Context: an optimization exercise on an open-source flow, tuned for small area and a short achievable clock period. The choices shown serve that exercise and are no tape-out recipe. RTL that was checked went through simulation tests only; none was proved equivalent to the original. Power is estimated from default activity; no workload was simulated.

==> job 810: inputs <==
Design soccer_overlay, start of the top module:
module soccer_overlay #(
    parameter int H_ACTIVE = 1920,
    parameter int V_ACTIVE = 1080
) (
    input  logic             clk_i,
    input  logic             rst_i,
    input  logic             cen_i,
    input  logic             vid_sel_i,
    input  soccer_pkg::rgb_t vid_rgb_i,
    input  logic [1:0]       vh_blank_i,
    input  logic [2:0]       dvh_sync_i,
    output logic [2:0]       dvh_sync_o,
    output soccer_pkg::rgb_t vid_rgb_o
);
    localparam logic [2:0] C_SKY   = 3'd0;
    localparam logic [2:0] C_GRA   = 3'd1;
    localparam logic [2:0] C_GRB   = 3'd2;
    localparam logic [2:0] C_LINE  = 3'd3;
    localparam logic [2:0] C_BALL  = 3'd4;
    localparam logic [2:0] C_SBG   = 3'd5;
    localparam logic [2:0] C_SFG   = 3'd6;
    logic        de_i;
    logic        de_q;
    logic [10:0] nx_q;
    logic [10:0] py_q;
    logic        tick;
    assign de_i = dvh_sync_i[2];
    assign tick = de_i & ~de_q & (py_q == 11'd0);
    always_ff @(posedge clk_i) begin
        if (rst_i) begin
            de_q <= 1'b0;
            nx_q <= 11'd1;
            py_q <= '0;
        end else if (cen_i) begin
            de_q <= de_i;
            if (!de_i) begin
                nx_q <= 11'd1;
            end else if (nx_q[10:7] != 4'b1111) begin
                nx_q <= nx_q + 1'b1;
            end
            if (!de_i && de_q) begin
                py_q <= (py_q == 11'd1079) ? 11'd0 : py_q + 1'b1;
            end
        end
    end
    logic [3:0] ph_q;
    logic       odd_q;
    logic [3:0] half_q;
    logic [9:0] bc_q;
    logic [9:0] bc_next;
    logic       goal;
    assign bc_next = odd_q ? bc_q - 1'b1 : bc_q + 1'b1;
    assign goal    = odd_q ? (bc_q == 10'd8) : (bc_q == 10'd946);
    always_ff @(posedge clk_i) begin
        if (rst_i) begin
            ph_q   <= '0;
            odd_q  <= 1'b0;
            half_q <= '0;
            bc_q   <= 10'd477;
        end else if (cen_i && tick) begin
            if (ph_q == 4'd4) begin
                bc_q <= bc_next;
                if (goal) begin
                    ph_q  <= 4'd8;
  ...
export LEC_CHECK = 0
export CAP_MARGIN = 20
export CORE_MARGIN = 2
export CORE_UTILIZATION = 40
export SLEW_MARGIN = 20
create_clock -name core_clock -period 13.0 [get_ports {clk_i}]
run.sh (not shown) runs the stock make flow with config.mk's settings and CLKGATE_MAP_FILE= SYNTH_SCRIPT=/design/flow/synth_recipe.tcl, a recipe that flattens the netlist after the stock synthesis.
==> inputs of job 964, as changes to job 810 <==
--- a/flow/design.v
+++ b/flow/design.v
@@ -48,27 +48,35 @@
     localparam logic [2:0] C_SFG   = 3'd6;
     logic        de_i;
     logic        de_q;
     logic [10:0] nx_q;
     logic [10:0] py_q;
-    logic        tick;
+    logic        tick_q;
+    logic        fall_q;
+    logic        row0;
     assign de_i = dvh_sync_i[2];
-    assign tick = de_i & ~de_q & (py_q == 11'd0);
-    always_ff @(posedge clk_i) begin
-        if (rst_i) begin
-            de_q <= 1'b0;
-            nx_q <= 11'd1;
+    assign row0 = fall_q ? (py_q == 11'd1079) : (py_q == 11'd0);
+    always_ff @(posedge clk_i) begin
+        if (rst_i) begin
+            de_q   <= 1'b0;
+            tick_q <= 1'b0;
+            fall_q <= 1'b0;
+            nx_q   <= 11'd1;
             py_q <= '0;
-        end else if (cen_i) begin
+        end else begin
+            tick_q <= cen_i & de_i & ~de_q & row0;
+            fall_q <= cen_i & ~de_i & de_q;
+            if (fall_q) begin
+                py_q <= (py_q == 11'd1079) ? 11'd0 : py_q + 1'b1;
+            end
+            if (cen_i) begin
             de_q <= de_i;
             if (!de_i) begin
                 nx_q <= 11'd1;
             end else if (nx_q[10:7] != 4'b1111) begin
                 nx_q <= nx_q + 1'b1;
             end
-            if (!de_i && de_q) begin
-                py_q <= (py_q == 11'd1079) ? 11'd0 : py_q + 1'b1;
             end
         end
     end
     logic [3:0] ph_q;
     logic       odd_q;
@@ -82,11 +90,11 @@
         if (rst_i) begin
             ph_q   <= '0;
             odd_q  <= 1'b0;
             half_q <= '0;
             bc_q   <= 10'd477;
-        end else if (cen_i && tick) begin
+        end else if (tick_q) begin
             if (ph_q == 4'd4) begin
                 bc_q <= bc_next;
                 if (goal) begin
                     ph_q  <= 4'd8;
                     odd_q <= ~odd_q;
@@ -126,18 +134,17 @@
     logic        in_pitch;
     logic        on_line;
     logic        in_board;
     logic        ball_row;
     logic [2:0]  ball_r;
-    logic [9:0]  m;
-    logic        m_small;
     logic        on_ball;
     logic        dig_a_x;
     logic        dig_b_x;
     logic        dig_y;
     logic [1:0]  gcol;
-    logic [2:0]  grow;
+    logic [2:0]  grow_bits;
+    logic        gpix;
     logic [3:0]  digit;
     logic [14:0] gbits;
     logic        lit;
     logic [2:0]  scene;
     always_comb begin
@@ -158,37 +165,36 @@
             4'd14:   ball_r = 3'd3;
             4'd9,
             4'd15:   ball_r = 3'd2;
             default: ball_r = 3'd0;    
         endcase
-        m       = x[10:1] - bc_q;
-        m_small = (m[9:3] == 7'd0);
-        on_ball = 1'b0;
-        if (ball_row && m_small) begin
-            case ({ball_r, x[0], m[2:0]})
-                {3'd4, 1'b0, 3'd1}, {3'd4, 1'b0, 3'd2}, {3'd4, 1'b0, 3'd3},
-                {3'd4, 1'b0, 3'd4}, {3'd4, 1'b0, 3'd5},
-                {3'd4, 1'b1, 3'd1}, {3'd4, 1'b1, 3'd2}, {3'd4, 1'b1, 3'd3},
-                {3'd4, 1'b1, 3'd4}: on_ball = 1'b1;
-                {3'd3, 1'b0, 3'd2}, {3'd3, 1'b0, 3'd3}, {3'd3, 1'b0, 3'd4},
-                {3'd3, 1'b1, 3'd1}, {3'd3, 1'b1, 3'd2}, {3'd3, 1'b1, 3'd3},
-                {3'd3, 1'b1, 3'd4}: on_ball = 1'b1;
-                {3'd2, 1'b0, 3'd2}, {3'd2, 1'b0, 3'd3}, {3'd2, 1'b0, 3'd4},
-                {3'd2, 1'b1, 3'd2}, {3'd2, 1'b1, 3'd3}: on_ball = 1'b1;
-                {3'd0, 1'b0, 3'd3}: on_ball = 1'b1;
-                default: on_ball = 1'b0;
-            endcase
-        end
+        case (ball_r)
+            3'd4:    on_ball = (wq_q != 4'd0);
+            3'd3:    on_ball = (wq_q >= 4'd2) && (wq_q <= 4'd8);
+            3'd2:    on_ball = (wq_q >= 4'd3) && (wq_q <= 4'd7);
+            default: on_ball = (wq_q == 4'd5);
+        endcase
+        on_ball = on_ball && ball_row;
         dig_y   = (y >= 11'd1068) && (y <= 11'd1077);
-        grow    = 3'(y[4:1] - 4'd6);
         dig_a_x = x_lo && (x[5:0] >= 6'd12) && (x[5:0] <= 6'd17);
         dig_b_x = x_lo && (x[5:0] >= 6'd24) && (x[5:0] <= 6'd29);
         gcol    = dig_a_x ? 2'(x[2:1] + 2'd2) : x[2:1];
         digit   = (dig_a_x && odd_q && half_q != 4'd9) ? half_q + 1'b1 : half_q;
         gbits   = glyph(digit);
-        lit     = (dig_a_x || dig_b_x) && dig_y &&
-                  gbits[(3'd4 - grow) * 3 + (2'd2 - gcol)];
+        case (y[4:1])
+            4'd6:    grow_bits = gbits[14:12];
+            4'd7:    grow_bits = gbits[11:9];
+            4'd8:    grow_bits = gbits[8:6];
+            4'd9:    grow_bits = gbits[5:3];
+            default: grow_bits = gbits[2:0];
+        endcase
+        case (gcol)
+            2'd0:    gpix = grow_bits[2];
+            2'd1:    gpix = grow_bits[1];
+            default: gpix = grow_bits[0];
+        endcase
+        lit     = (dig_a_x || dig_b_x) && dig_y && gpix;
         scene = C_SKY;
         if (in_pitch) begin
             scene = x[3] ? C_GRB : C_GRA;
             if (on_line) begin
                 scene = C_LINE;
@@ -197,10 +203,24 @@
         if (on_ball) begin
             scene = C_BALL;
         end
         if (in_board) begin
             scene = lit ? C_SFG : C_SBG;
+        end
+    end
+    logic [3:0] wq_q;
+    always_ff @(posedge clk_i) begin
+        if (rst_i) begin
+            wq_q <= '0;
+        end else if (cen_i) begin
+            if (!de_i) begin
+                wq_q <= '0;
+            end else if (wq_q != 4'd0) begin
+                wq_q <= (wq_q == 4'd9) ? 4'd0 : wq_q + 1'b1;
+            end else if (nx_q == {bc_q, 1'b1}) begin
+                wq_q <= 4'd1;
+            end
         end
     end
     logic [2:0] code_q;
     always_ff @(posedge clk_i) begin
         if (rst_i) begin
==> flow/flow/run.sh (new file) <==
#!/bin/bash
# The standard synthesis and layout, with three changes to how the layout
# is made: after the floorplan, OpenROAD's restructure re-maps the
# combinational logic for area (registers untouched); the ports get plain
# buffers instead of delay cells; and timing repair aims for 9.45 ns of
# setup slack. Each tool's output goes to a log file here.
set -euo pipefail
export BUFFER_PORTS_ARGS="-buffer_cell sky130_fd_sc_hd__buf_2"
export SETUP_SLACK_MARGIN=9.45
bash standard.sh synth > synth.log 2>&1
bash standard.sh floorplan > floorplan.log 2>&1
python3 flow/libfilter.py $FLOW_HOME/platforms/sky130hd/lib/sky130_fd_sc_hd__tt_025C_1v80.lib \
  rmp_cells.lib 'sky130_fd_sc_hd__lpflow_*' 'sky130_fd_sc_hd__probe*' > libfilter.log 2>&1
openroad -no_init -exit flow/restructure.tcl > restructure.log 2>&1
bash standard.sh > layout.log 2>&1
==> flow/flow/libfilter.py (new file) <==
#!/usr/bin/env python3
"""Copy a liberty file without the cells whose names match the given patterns
(the platform's don't-use cells), so that restructure's ABC cannot pick them."""
import fnmatch
import re
import sys

src, dst, pats = sys.argv[1], sys.argv[2], sys.argv[3:]
text = open(src).read()
out = []
pos = 0
for m in re.finditer(r'\n\s*cell\s*\(\s*"?([\w]+)"?\s*\)\s*\{', text):
    if m.start() < pos:
        continue
    name = m.group(1)
    if not any(fnmatch.fnmatch(name, p) for p in pats):
        continue
    # find the matching closing brace of this cell group
    depth = 0
    i = m.end() - 1
    while True:
        c = text[i]
        if c == '{':
            depth += 1
        elif c == '}':
            depth -= 1
            if depth == 0:
                break
        i += 1
    out.append(text[pos:m.start()])
    pos = i + 1
out.append(text[pos:])
open(dst, 'w').write(''.join(out))
==> flow/flow/restructure.tcl (new file) <==
# Re-map the floorplan's combinational logic for area with OpenROAD's
# restructure (ABC), then write the floorplan back for placement. ABC maps
# to rmp_cells.lib, the platform library without its don't-use cells.
set res orfs/results/sky130hd/soccer_overlay/base
read_liberty $::env(FLOW_HOME)/platforms/sky130hd/lib/sky130_fd_sc_hd__tt_025C_1v80.lib
read_db $res/2_floorplan.odb
read_sdc $res/2_floorplan.sdc
source $::env(FLOW_HOME)/platforms/sky130hd/setRC.tcl
report_design_area
file mkdir rmp
restructure -target area -liberty_file rmp_cells.lib \
  -tielo_port sky130_fd_sc_hd__conb_1/LO -tiehi_port sky130_fd_sc_hd__conb_1/HI \
  -work_dir rmp -abc_logfile rmp/abc.log
# size up the remapped logic on paths short of the repair target
repair_timing -setup -setup_margin 9.45 -sequence "unbuffer,sizeup,swap" -verbose
report_design_area
write_db $res/2_floorplan.odb
==> flow/standard.sh (new file) <==
#!/bin/bash
# synth_recipe.tcl (not shown) runs the flow's synth.tcl, then flattens the netlist and writes it again
# the make line also repeats each setting of config.mk as NAME=value (left out here)
make -C /OpenROAD-flow-scripts/flow DESIGN_CONFIG=/design/flow/config.mk WORK_HOME=/design/flow/orfs CLKGATE_MAP_FILE= SYNTH_SCRIPT=/design/flow/synth_recipe.tcl "${@:-finish}"
CORE_UTILIZATION = 65   (was 40)
CTS_BUF_LIST = sky130_fd_sc_hd__clkbuf_8   (was not set)
removed: flow/run.sh
==> metrics.csv <==
metric;value;unit
worst r2r src;nx_q[8];
Comb power;50.4;uW
Switch Pwr;125;uW
Post-Place Cell Area;4710;um^2
DIE AREA;8680;um^2
run status;timing/DRC/antenna clean;
# the run above: job 964

==> metrics.csv <==
metric;value;unit
run status;timing/DRC/antenna clean;
critical path peak fanout;51;
max incr delay on CP;0.68;ns
Comb power;66.6;uW
Setup Skew;0.00613;ns
Clock power frac;46.4;%
Initial Util;41.1;%
Post-Place Cell Area;6110;um^2
DIE AREA;14600;um^2
# the run above: job 810

Function not checked in job 810: the RTL went through the layout flow alone.

==> 09-01 <==
==> flow/design.v <==
package soccer_pkg;
    typedef logic [23:0] rgb_t;
    typedef enum logic [1:0] {
        MATCH_KICKOFF = 2'd0,
        MATCH_PLAY    = 2'd1,
        MATCH_GOAL    = 2'd2
    } match_state_t;
    localparam int COORD_W = 12;
    localparam rgb_t SKY_BG     = 24'h070A12;
    localparam rgb_t GRASS_A    = 24'h0A5C1F;
    localparam rgb_t GRASS_B    = 24'h0D6A26;
    localparam rgb_t LINE_WHITE = 24'hF5F7FF;
    localparam rgb_t BALL_WHITE = 24'hF7F7F7;
    localparam rgb_t SCORE_BG   = 24'h0E1016;
    localparam rgb_t SCORE_FG   = 24'hECEFF4;
    localparam int PITCH_MARGIN = 16;
    localparam int BALL_R       = 4;
    localparam int GOAL_HALF    = 12;
    localparam int STRIPE_SHIFT = 3;
    localparam int DIGIT_SCALE  = 2;
    localparam int SB_LEFT      = 8;
    localparam int SB_GAP       = 3;
    localparam int SERVE_SPEED    = 2;
    localparam int KICKOFF_FRAMES = 4;
    localparam int GOAL_FRAMES    = 8;
endpackage
`timescale 1ns/1ps
module soccer_overlay #(
    parameter int H_ACTIVE = 1920,
    parameter int V_ACTIVE = 1080
) (
    input  logic             clk_i,
    input  logic             rst_i,
    input  logic             cen_i,
    input  logic             vid_sel_i,
    input  soccer_pkg::rgb_t vid_rgb_i,
    input  logic [1:0]       vh_blank_i,
    input  logic [2:0]       dvh_sync_i,
    output logic [2:0]       dvh_sync_o,
    output soccer_pkg::rgb_t vid_rgb_o
);
    localparam logic [2:0] C_SKY   = 3'd0;
    localparam logic [2:0] C_GRA   = 3'd1;
    localparam logic [2:0] C_GRB   = 3'd2;
    localparam logic [2:0] C_LINE  = 3'd3;
    localparam logic [2:0] C_BALL  = 3'd4;
    localparam logic [2:0] C_SBG   = 3'd5;
    localparam logic [2:0] C_SFG   = 3'd6;
    logic        de_i;
    logic        de_q;
    logic [10:0] nx_q;
    logic [10:0] py_q;
    logic        tick_q;
    logic        fall_q;
    logic        row0;
    assign de_i = dvh_sync_i[2];
    assign row0 = fall_q ? (py_q == 11'd1079) : (py_q == 11'd0);
    always_ff @(posedge clk_i) begin
        if (rst_i) begin
            de_q   <= 1'b0;
            tick_q <= 1'b0;
            fall_q <= 1'b0;
            nx_q   <= 11'd1;
            py_q <= '0;
        end else begin
            tick_q <= cen_i & de_i & ~de_q & row0;
            fall_q <= cen_i & ~de_i & de_q;
            if (fall_q) begin
                py_q <= (py_q == 11'd1079) ? 11'd0 : py_q + 1'b1;
            end
            if (cen_i) begin
            de_q <= de_i;
            if (!de_i) begin
                nx_q <= 11'd1;
            end else if (nx_q[10:7] != 4'b1111) begin
                nx_q <= nx_q + 1'b1;
            end
            end
        end
    end
    logic [3:0] ph_q;
    logic       odd_q;
    logic [3:0] half_q;
    logic [9:0] bc_q;
    logic [9:0] bc_next;
    logic       goal;
    assign bc_next = odd_q ? bc_q - 1'b1 : bc_q + 1'b1;
    assign goal    = odd_q ? (bc_q == 10'd8) : (bc_q == 10'd946);
    always_ff @(posedge clk_i) begin
        if (rst_i) begin
            ph_q   <= '0;
            odd_q  <= 1'b0;
            half_q <= '0;
            bc_q   <= 10'd477;
        end else if (tick_q) begin
            if (ph_q == 4'd4) begin
                bc_q <= bc_next;
                if (goal) begin
                    ph_q  <= 4'd8;
                    odd_q <= ~odd_q;
                    if (odd_q && half_q != 4'd9) begin
                        half_q <= half_q + 1'b1;
                    end
                end
            end else begin
                ph_q <= ph_q + 1'b1;
                if (ph_q == 4'd3) begin
                    bc_q <= bc_next;
                end
                if (ph_q == 4'd15) begin
                    bc_q <= 10'd477;
                end
            end
        end
    end
    function automatic logic [14:0] glyph(input logic [3:0] d);
        case (d)
            4'd0:    glyph = 15'b111_101_101_101_111;
            4'd1:    glyph = 15'b010_110_010_010_111;
            4'd2:    glyph = 15'b111_001_111_100_111;
            4'd3:    glyph = 15'b111_001_111_001_111;
            4'd4:    glyph = 15'b101_101_111_001_001;
            4'd5:    glyph = 15'b111_100_111_001_111;
            4'd6:    glyph = 15'b111_100_111_101_111;
            4'd7:    glyph = 15'b111_001_001_001_001;
            4'd8:    glyph = 15'b111_101_111_101_111;
            4'd9:    glyph = 15'b111_101_111_001_111;
            default: glyph = 15'b000_000_000_000_000;
        endcase
    endfunction
    logic [10:0] x;
    logic [10:0] y;
    logic        x_lo;
    logic        in_pitch;
    logic        on_line;
    logic        in_board;
    logic        ball_row;
    logic [2:0]  ball_r;
    logic        on_ball;
    logic        dig_a_x;
    logic        dig_b_x;
    logic        dig_y;
    logic [1:0]  gcol;
    logic [2:0]  grow_bits;
    logic        gpix;
    logic [3:0]  digit;
    logic [14:0] gbits;
    logic        lit;
    logic [2:0]  scene;
    always_comb begin
        x = nx_q;
        y = py_q;
        x_lo     = (x[10:6] == 5'd0);
        in_pitch = (x >= 11'd16) && (x <= 11'd1903) && (y >= 11'd16) && (y <= 11'd1063);
        on_line  = (x <= 11'd17) || (x >= 11'd1902) || (y <= 11'd17) || (y >= 11'd1062) ||
                   (x == 11'd959) || (x == 11'd960);
        in_board = x_lo && (x[5:0] >= 6'd8) && (x[5:0] <= 6'd33) &&
                   (y >= 11'd1067) && (y <= 11'd1078);
        ball_row = (y >= 11'd536) && (y <= 11'd544);
        case (y[3:0])
            4'd12:   ball_r = 3'd4;    
            4'd10,
            4'd11,
            4'd13,
            4'd14:   ball_r = 3'd3;
            4'd9,
            4'd15:   ball_r = 3'd2;
            default: ball_r = 3'd0;    
        endcase
        case (ball_r)
            3'd4:    on_ball = (wq_q != 4'd0);
            3'd3:    on_ball = (wq_q >= 4'd2) && (wq_q <= 4'd8);
            3'd2:    on_ball = (wq_q >= 4'd3) && (wq_q <= 4'd7);
            default: on_ball = (wq_q == 4'd5);
        endcase
        on_ball = on_ball && ball_row;
        dig_y   = (y >= 11'd1068) && (y <= 11'd1077);
        dig_a_x = x_lo && (x[5:0] >= 6'd12) && (x[5:0] <= 6'd17);
        dig_b_x = x_lo && (x[5:0] >= 6'd24) && (x[5:0] <= 6'd29);
        gcol    = dig_a_x ? 2'(x[2:1] + 2'd2) : x[2:1];
        digit   = (dig_a_x && odd_q && half_q != 4'd9) ? half_q + 1'b1 : half_q;
        gbits   = glyph(digit);
        case (y[4:1])
            4'd6:    grow_bits = gbits[14:12];
            4'd7:    grow_bits = gbits[11:9];
            4'd8:    grow_bits = gbits[8:6];
            4'd9:    grow_bits = gbits[5:3];
            default: grow_bits = gbits[2:0];
        endcase
        case (gcol)
            2'd0:    gpix = grow_bits[2];
            2'd1:    gpix = grow_bits[1];
            default: gpix = grow_bits[0];
        endcase
        lit     = (dig_a_x || dig_b_x) && dig_y && gpix;
        scene = C_SKY;
        if (in_pitch) begin
            scene = x[3] ? C_GRB : C_GRA;
            if (on_line) begin
                scene = C_LINE;
            end
        end
        if (on_ball) begin
            scene = C_BALL;
        end
        if (in_board) begin
            scene = lit ? C_SFG : C_SBG;
        end
    end
    logic [3:0] wq_q;
    always_ff @(posedge clk_i) begin
        if (rst_i) begin
            wq_q <= '0;
        end else if (cen_i) begin
            if (!de_i) begin
                wq_q <= '0;
            end else if (wq_q != 4'd0) begin
                wq_q <= (wq_q == 4'd9) ? 4'd0 : wq_q + 1'b1;
            end else if (nx_q == {bc_q, 1'b1}) begin
                wq_q <= 4'd1;
            end
        end
    end
    logic [2:0] code_q;
    always_ff @(posedge clk_i) begin
        if (rst_i) begin
            code_q <= C_SKY;
        end else if (cen_i) begin
            code_q <= de_i ? scene : C_SKY;
        end
    end
    soccer_pkg::rgb_t colour;
    always_comb begin
        case (code_q)
            C_GRA:   colour = soccer_pkg::GRASS_A;
            C_GRB:   colour = soccer_pkg::GRASS_B;
            C_LINE:  colour = soccer_pkg::LINE_WHITE;
            C_BALL:  colour = soccer_pkg::BALL_WHITE;
            C_SBG:   colour = soccer_pkg::SCORE_BG;
            C_SFG:   colour = soccer_pkg::SCORE_FG;
            default: colour = soccer_pkg::SKY_BG;
        endcase
    end
    always_ff @(posedge clk_i) begin
        if (rst_i) begin
            vid_rgb_o  <= soccer_pkg::SKY_BG;
            dvh_sync_o <= 3'b000;
        end else if (cen_i) begin
            vid_rgb_o  <= (vid_sel_i && de_i) ? colour : vid_rgb_i;
            dvh_sync_o <= dvh_sync_i;
        end
    end
endmodule
==> flow/flow/run.sh <==
#!/bin/bash
# The standard synthesis and layout, with three changes to how the layout
# is made: after the floorplan, OpenROAD's restructure re-maps the
# combinational logic for area (registers untouched); the ports get plain
# buffers instead of delay cells; and timing repair aims for 9.6 ns of
# setup slack. Each tool's output goes to a log file here.
set -euo pipefail
export BUFFER_PORTS_ARGS="-buffer_cell sky130_fd_sc_hd__buf_2"
export SETUP_SLACK_MARGIN=9.6
bash standard.sh synth > synth.log 2>&1
bash standard.sh floorplan > floorplan.log 2>&1
openroad -no_init -exit flow/restructure.tcl > restructure.log 2>&1
bash standard.sh > layout.log 2>&1
==> flow/flow/restructure.tcl <==
# Re-map the floorplan's combinational logic for area with OpenROAD's
# restructure (ABC), then write the floorplan back for placement.
set res orfs/results/sky130hd/soccer_overlay/base
set lib $::env(FLOW_HOME)/platforms/sky130hd/lib/sky130_fd_sc_hd__tt_025C_1v80.lib
read_liberty $lib
read_db $res/2_floorplan.odb
read_sdc $res/2_floorplan.sdc
source $::env(FLOW_HOME)/platforms/sky130hd/setRC.tcl
set_dont_use [list sky130_fd_sc_hd__probe_p_8 sky130_fd_sc_hd__probec_p_8 sky130_fd_sc_hd__lpflow_*]
report_design_area
file mkdir rmp
restructure -target area -liberty_file $lib \
  -tielo_port sky130_fd_sc_hd__conb_1/LO -tiehi_port sky130_fd_sc_hd__conb_1/HI \
  -work_dir rmp -abc_logfile rmp/abc.log
report_design_area
write_db $res/2_floorplan.odb
==> flow/standard.sh <==
#!/bin/bash
# synth_recipe.tcl (not shown) runs the flow's synth.tcl, then flattens the netlist and writes it again
# the make line also repeats each setting of config.mk as NAME=value (left out here)
make -C /OpenROAD-flow-scripts/flow DESIGN_CONFIG=/design/flow/config.mk WORK_HOME=/design/flow/orfs CLKGATE_MAP_FILE= SYNTH_SCRIPT=/design/flow/synth_recipe.tcl "${@:-finish}"
==> flow/config.mk <==
export PLATFORM = sky130hd
export DESIGN_NAME = soccer_overlay
export DESIGN_NICKNAME = soccer_overlay
export VERILOG_FILES = /design/flow/design.v
export SDC_FILE = /design/flow/constraint.sdc
export NUM_CORES = 4
export LEC_CHECK = 0
export CAP_MARGIN = 20
export CORE_MARGIN = 2
export CORE_UTILIZATION = 65
export CTS_BUF_LIST = sky130_fd_sc_hd__clkbuf_8
export SLEW_MARGIN = 20
==> flow/constraint.sdc <==
create_clock -name core_clock -period 13.0 [get_ports {clk_i}]
set_input_delay 2.6000 -clock core_clock [delete_from_list [all_inputs] [get_ports {clk_i}]]
set_output_delay 2.6000 -clock core_clock [all_outputs]
set_load 0.01 [all_outputs]
==> 08-15 (differences from 09-01) <==
==> flow/flow/run.sh (replaced) <==
#!/bin/bash
# Standard layout, with plain buffers on the ports instead of delay cells,
# and timing repair aiming past the clock period.
set -euo pipefail
export BUFFER_PORTS_ARGS="-buffer_cell sky130_fd_sc_hd__buf_2"
export SETUP_SLACK_MARGIN=9.6
bash standard.sh synth > synth.log 2>&1
bash standard.sh > layout.log 2>&1
- CORE_UTILIZATION: 65 -> 40
- CTS_BUF_LIST: sky130_fd_sc_hd__clkbuf_8 -> not set
removed: flow/flow/restructure.tcl
==> 08-14 (differences from 09-01) <==
--- a/flow/design.v
+++ b/flow/design.v
@@ -53,6 +53,3 @@
     logic        tick_q;
-    logic        fall_q;
-    logic        row0;
     assign de_i = dvh_sync_i[2];
-    assign row0 = fall_q ? (py_q == 11'd1079) : (py_q == 11'd0);
     always_ff @(posedge clk_i) begin
@@ -61,3 +58,2 @@
             tick_q <= 1'b0;
-            fall_q <= 1'b0;
             nx_q   <= 11'd1;
@@ -65,7 +61,3 @@
         end else begin
-            tick_q <= cen_i & de_i & ~de_q & row0;
-            fall_q <= cen_i & ~de_i & de_q;
-            if (fall_q) begin
-                py_q <= (py_q == 11'd1079) ? 11'd0 : py_q + 1'b1;
-            end
+            tick_q <= cen_i & de_i & ~de_q & (py_q == 11'd0);
             if (cen_i) begin
@@ -76,2 +68,5 @@
                 nx_q <= nx_q + 1'b1;
+            end
+            if (!de_i && de_q) begin
+                py_q <= (py_q == 11'd1079) ? 11'd0 : py_q + 1'b1;
             end
==> flow/run.sh (new file) <==
#!/bin/bash
# synth_recipe.tcl (not shown) runs the flow's synth.tcl, then flattens the netlist and writes it again
# the make line also repeats each setting of config.mk as NAME=value (left out here)
make -C /OpenROAD-flow-scripts/flow DESIGN_CONFIG=/design/flow/config.mk WORK_HOME=/design/flow/orfs CLKGATE_MAP_FILE= SYNTH_SCRIPT=/design/flow/synth_recipe.tcl finish
- CORE_UTILIZATION: 65 -> 40
- CTS_BUF_LIST: sky130_fd_sc_hd__clkbuf_8 -> not set
removed: flow/flow/run.sh
removed: flow/flow/restructure.tcl
removed: flow/standard.sh
==> 10-28 (differences from 09-01) <==
--- a/flow/flow/run.sh
+++ b/flow/flow/run.sh
@@ -4,3 +4,3 @@
 # combinational logic for area (registers untouched); the ports get plain
-# buffers instead of delay cells; and timing repair aims for 9.6 ns of
+# buffers instead of delay cells; and timing repair aims for 9.8 ns of
 # setup slack. Each tool's output goes to a log file here.
@@ -8,5 +8,7 @@
 export BUFFER_PORTS_ARGS="-buffer_cell sky130_fd_sc_hd__buf_2"
-export SETUP_SLACK_MARGIN=9.6
+export SETUP_SLACK_MARGIN=9.8
 bash standard.sh synth > synth.log 2>&1
 bash standard.sh floorplan > floorplan.log 2>&1
+python3 flow/libfilter.py $FLOW_HOME/platforms/sky130hd/lib/sky130_fd_sc_hd__tt_025C_1v80.lib \
+  rmp_cells.lib 'sky130_fd_sc_hd__lpflow_*' 'sky130_fd_sc_hd__probe*' > libfilter.log 2>&1
 openroad -no_init -exit flow/restructure.tcl > restructure.log 2>&1
==> flow/flow/libfilter.py (new file) <==
#!/usr/bin/env python3
"""Copy a liberty file without the cells whose names match the given patterns
(the platform's don't-use cells), so that restructure's ABC cannot pick them."""
import fnmatch
import re
import sys

src, dst, pats = sys.argv[1], sys.argv[2], sys.argv[3:]
text = open(src).read()
out = []
pos = 0
for m in re.finditer(r'\n\s*cell\s*\(\s*"?([\w]+)"?\s*\)\s*\{', text):
    if m.start() < pos:
        continue
    name = m.group(1)
    if not any(fnmatch.fnmatch(name, p) for p in pats):
        continue
    # find the matching closing brace of this cell group
    depth = 0
    i = m.end() - 1
    while True:
        c = text[i]
        if c == '{':
            depth += 1
        elif c == '}':
            depth -= 1
            if depth == 0:
                break
        i += 1
    out.append(text[pos:m.start()])
    pos = i + 1
out.append(text[pos:])
open(dst, 'w').write(''.join(out))
==> flow/flow/restructure.tcl (replaced) <==
# Re-map the floorplan's combinational logic for area with OpenROAD's
# restructure (ABC), then write the floorplan back for placement. ABC maps
# to rmp_cells.lib, the platform library without its don't-use cells.
set res orfs/results/sky130hd/soccer_overlay/base
read_liberty $::env(FLOW_HOME)/platforms/sky130hd/lib/sky130_fd_sc_hd__tt_025C_1v80.lib
read_db $res/2_floorplan.odb
read_sdc $res/2_floorplan.sdc
source $::env(FLOW_HOME)/platforms/sky130hd/setRC.tcl
report_design_area
file mkdir rmp
restructure -target area -liberty_file rmp_cells.lib \
  -tielo_port sky130_fd_sc_hd__conb_1/LO -tiehi_port sky130_fd_sc_hd__conb_1/HI \
  -work_dir rmp -abc_logfile rmp/abc.log
report_design_area
write_db $res/2_floorplan.odb
==> impl_metrics.toml <==
[outcome]
outcome = "complete, no violations"

[finish]
layout.filler_cells = 509
multiInputGateArea_sq_um = 2730

[sta]
max_clock_freq_ghz = 0.276
postLayoutSetupSlackWorst_ns = 9.37
max_slew.worst_pin.slew_ns = 1.31
unrepaired_setup_endpoints_after_global_routing = "true"

[yosys]
mean_post_synth_cell_area_sq_um = 7.61
synth-seq-cells = 77

[critical_path]
crit_top_cell = "sky130_fd_sc_hd__nor2_4"
worstPathBufferInverterCount = 6

[grt]
global_route_met2_usage_pct = 53.4

[power_and_ir_drop]
internal-power_mw = 0.379
leakagePower_nw = 2.31

[drt]
post_drt_via_cell_ratio = 6.54
[end of results for 10-28]
==> impl_metrics.toml <==
[sta]
postLayoutSetupSlackWorst_ns = 8.03
max_clock_freq_ghz = 0.201

[drt]
post_drt_via_cell_ratio = 5.47
route.detailed.drc = 0

[power_and_ir_drop]
leakagePower_nw = 2.24
power_spent_charging_and_discharging_nets_mw = 0.129
internal-power_mw = 0.438

[critical_path]
crit_path_top_delay_cell = "sky130_fd_sc_hd__clkdlybuf4s50_1"
worstPathBufferInverterCount = 3

[yosys]
mean_post_synth_cell_area_sq_um = 7.53
synth-seq-cells = 76
post_synth_and_or_nand_nor_area_fraction_pct = 27.3

[outcome]
outcome = "complete, no violations"

[grt]
grt_pass1_wl_um = 21600
global_route_met2_usage_pct = 31.2

[finish]
multiInputGateArea_sq_um = 3260
[end of results for 08-14]
==> impl_metrics.toml <==
[finish]
buf_share_pct = 11.1
multiInputGateArea_sq_um = 3440

[grt]
global_route_met2_usage_pct = 34.0

[critical_path]
timing.reg2reg.worst_path_depth = 13
worstPathBufferInverterCount = 1

[drt]
post_drt_via_cell_ratio = 5.55

[power_and_ir_drop]
internal-power_mw = 0.421
leakagePower_nw = 2.43

[outcome]
outcome = "complete, no violations"

[sta]
max_clock_freq_ghz = 0.295
max_slew.worst_pin.slew_ns = 0.549
postLayoutSetupSlackWorst_ns = 9.60
finalHoldWorstSlack_ns = 0.475

[yosys]
mean_post_synth_cell_area_sq_um = 7.61
[end of results for 08-15]
==> impl_metrics.toml <==
[sta]
max_clock_freq_ghz = 0.268
max_slew.worst_pin.slew_ns = 0.931
unrepaired_setup_endpoints_after_global_routing = "true"

[finish]
multiInputGateArea_sq_um = 2600
layout.filler_cells = 579

[power_and_ir_drop]
internal-power_mw = 0.390

[critical_path]
crit_top_cell = "sky130_fd_sc_hd__buf_6"
worstPathBufferInverterCount = 9

[outcome]
outcome = "complete, no violations"

[yosys]
mean_post_synth_cell_area_sq_um = 7.61

[grt]
global_route_met2_usage_pct = 50.2

[drt]
post_drt_via_cell_ratio = 6.30

[placed_design]
numPortBuffers = 57
[end of results for 09-01]
The RTL of 08-14 was laid out without a check of its function.

-- re-timing with driven ports --
No port has a modelled driver above. Below, the same layouts with a new extraction and two added sets of constraints. Step 1: set_driving_cell puts a clkbuf_16 on clk_i and a buf_2 on each other input, an assumption about the parent block. Step 2 also shifts input and output timing later by t, the mid clock arrival at the registers, as if the neighbouring blocks saw the same clock. Slacks: ideal ports / drivers / drivers and shift; pairs: ideal ports / drivers.
| run | shift t [ns] | setup slack, ns | worst setup path after step 2 | worst register clock-pin slew, ns | pins driven straight from the clock port |
|---|---|---|---|---|---|
| job 810 | 0.378 | 7.928 / 7.946 / 7.568 | input to register | 0.07 / 0.07 | 1 |
| job 964 | 0.385 | 9.394 / 9.318 / 8.933 | input to register | 0.09 / 0.09 | 1 |
| 09-01 | 0.382 | 9.274 / 9.255 / 8.873 | input to register | 0.09 / 0.09 | 1 |
| 08-15 | 0.379 | 9.605 / 9.566 / 9.269 | input to register | 0.07 / 0.07 | 1 |
| 08-14 | 0.383 | 8.028 / 8.045 / 7.662 | input to register | 0.06 / 0.06 | 1 |
| 10-28 | 0.389 | 9.373 / 9.260 / 8.872 | input to register | 0.09 / 0.09 | 1 |
After both steps every run listed still meets setup and hold. The setup slack of 10-28, which loses most, moves by -0.113 ns with the drivers and by -0.501 ns with both steps.
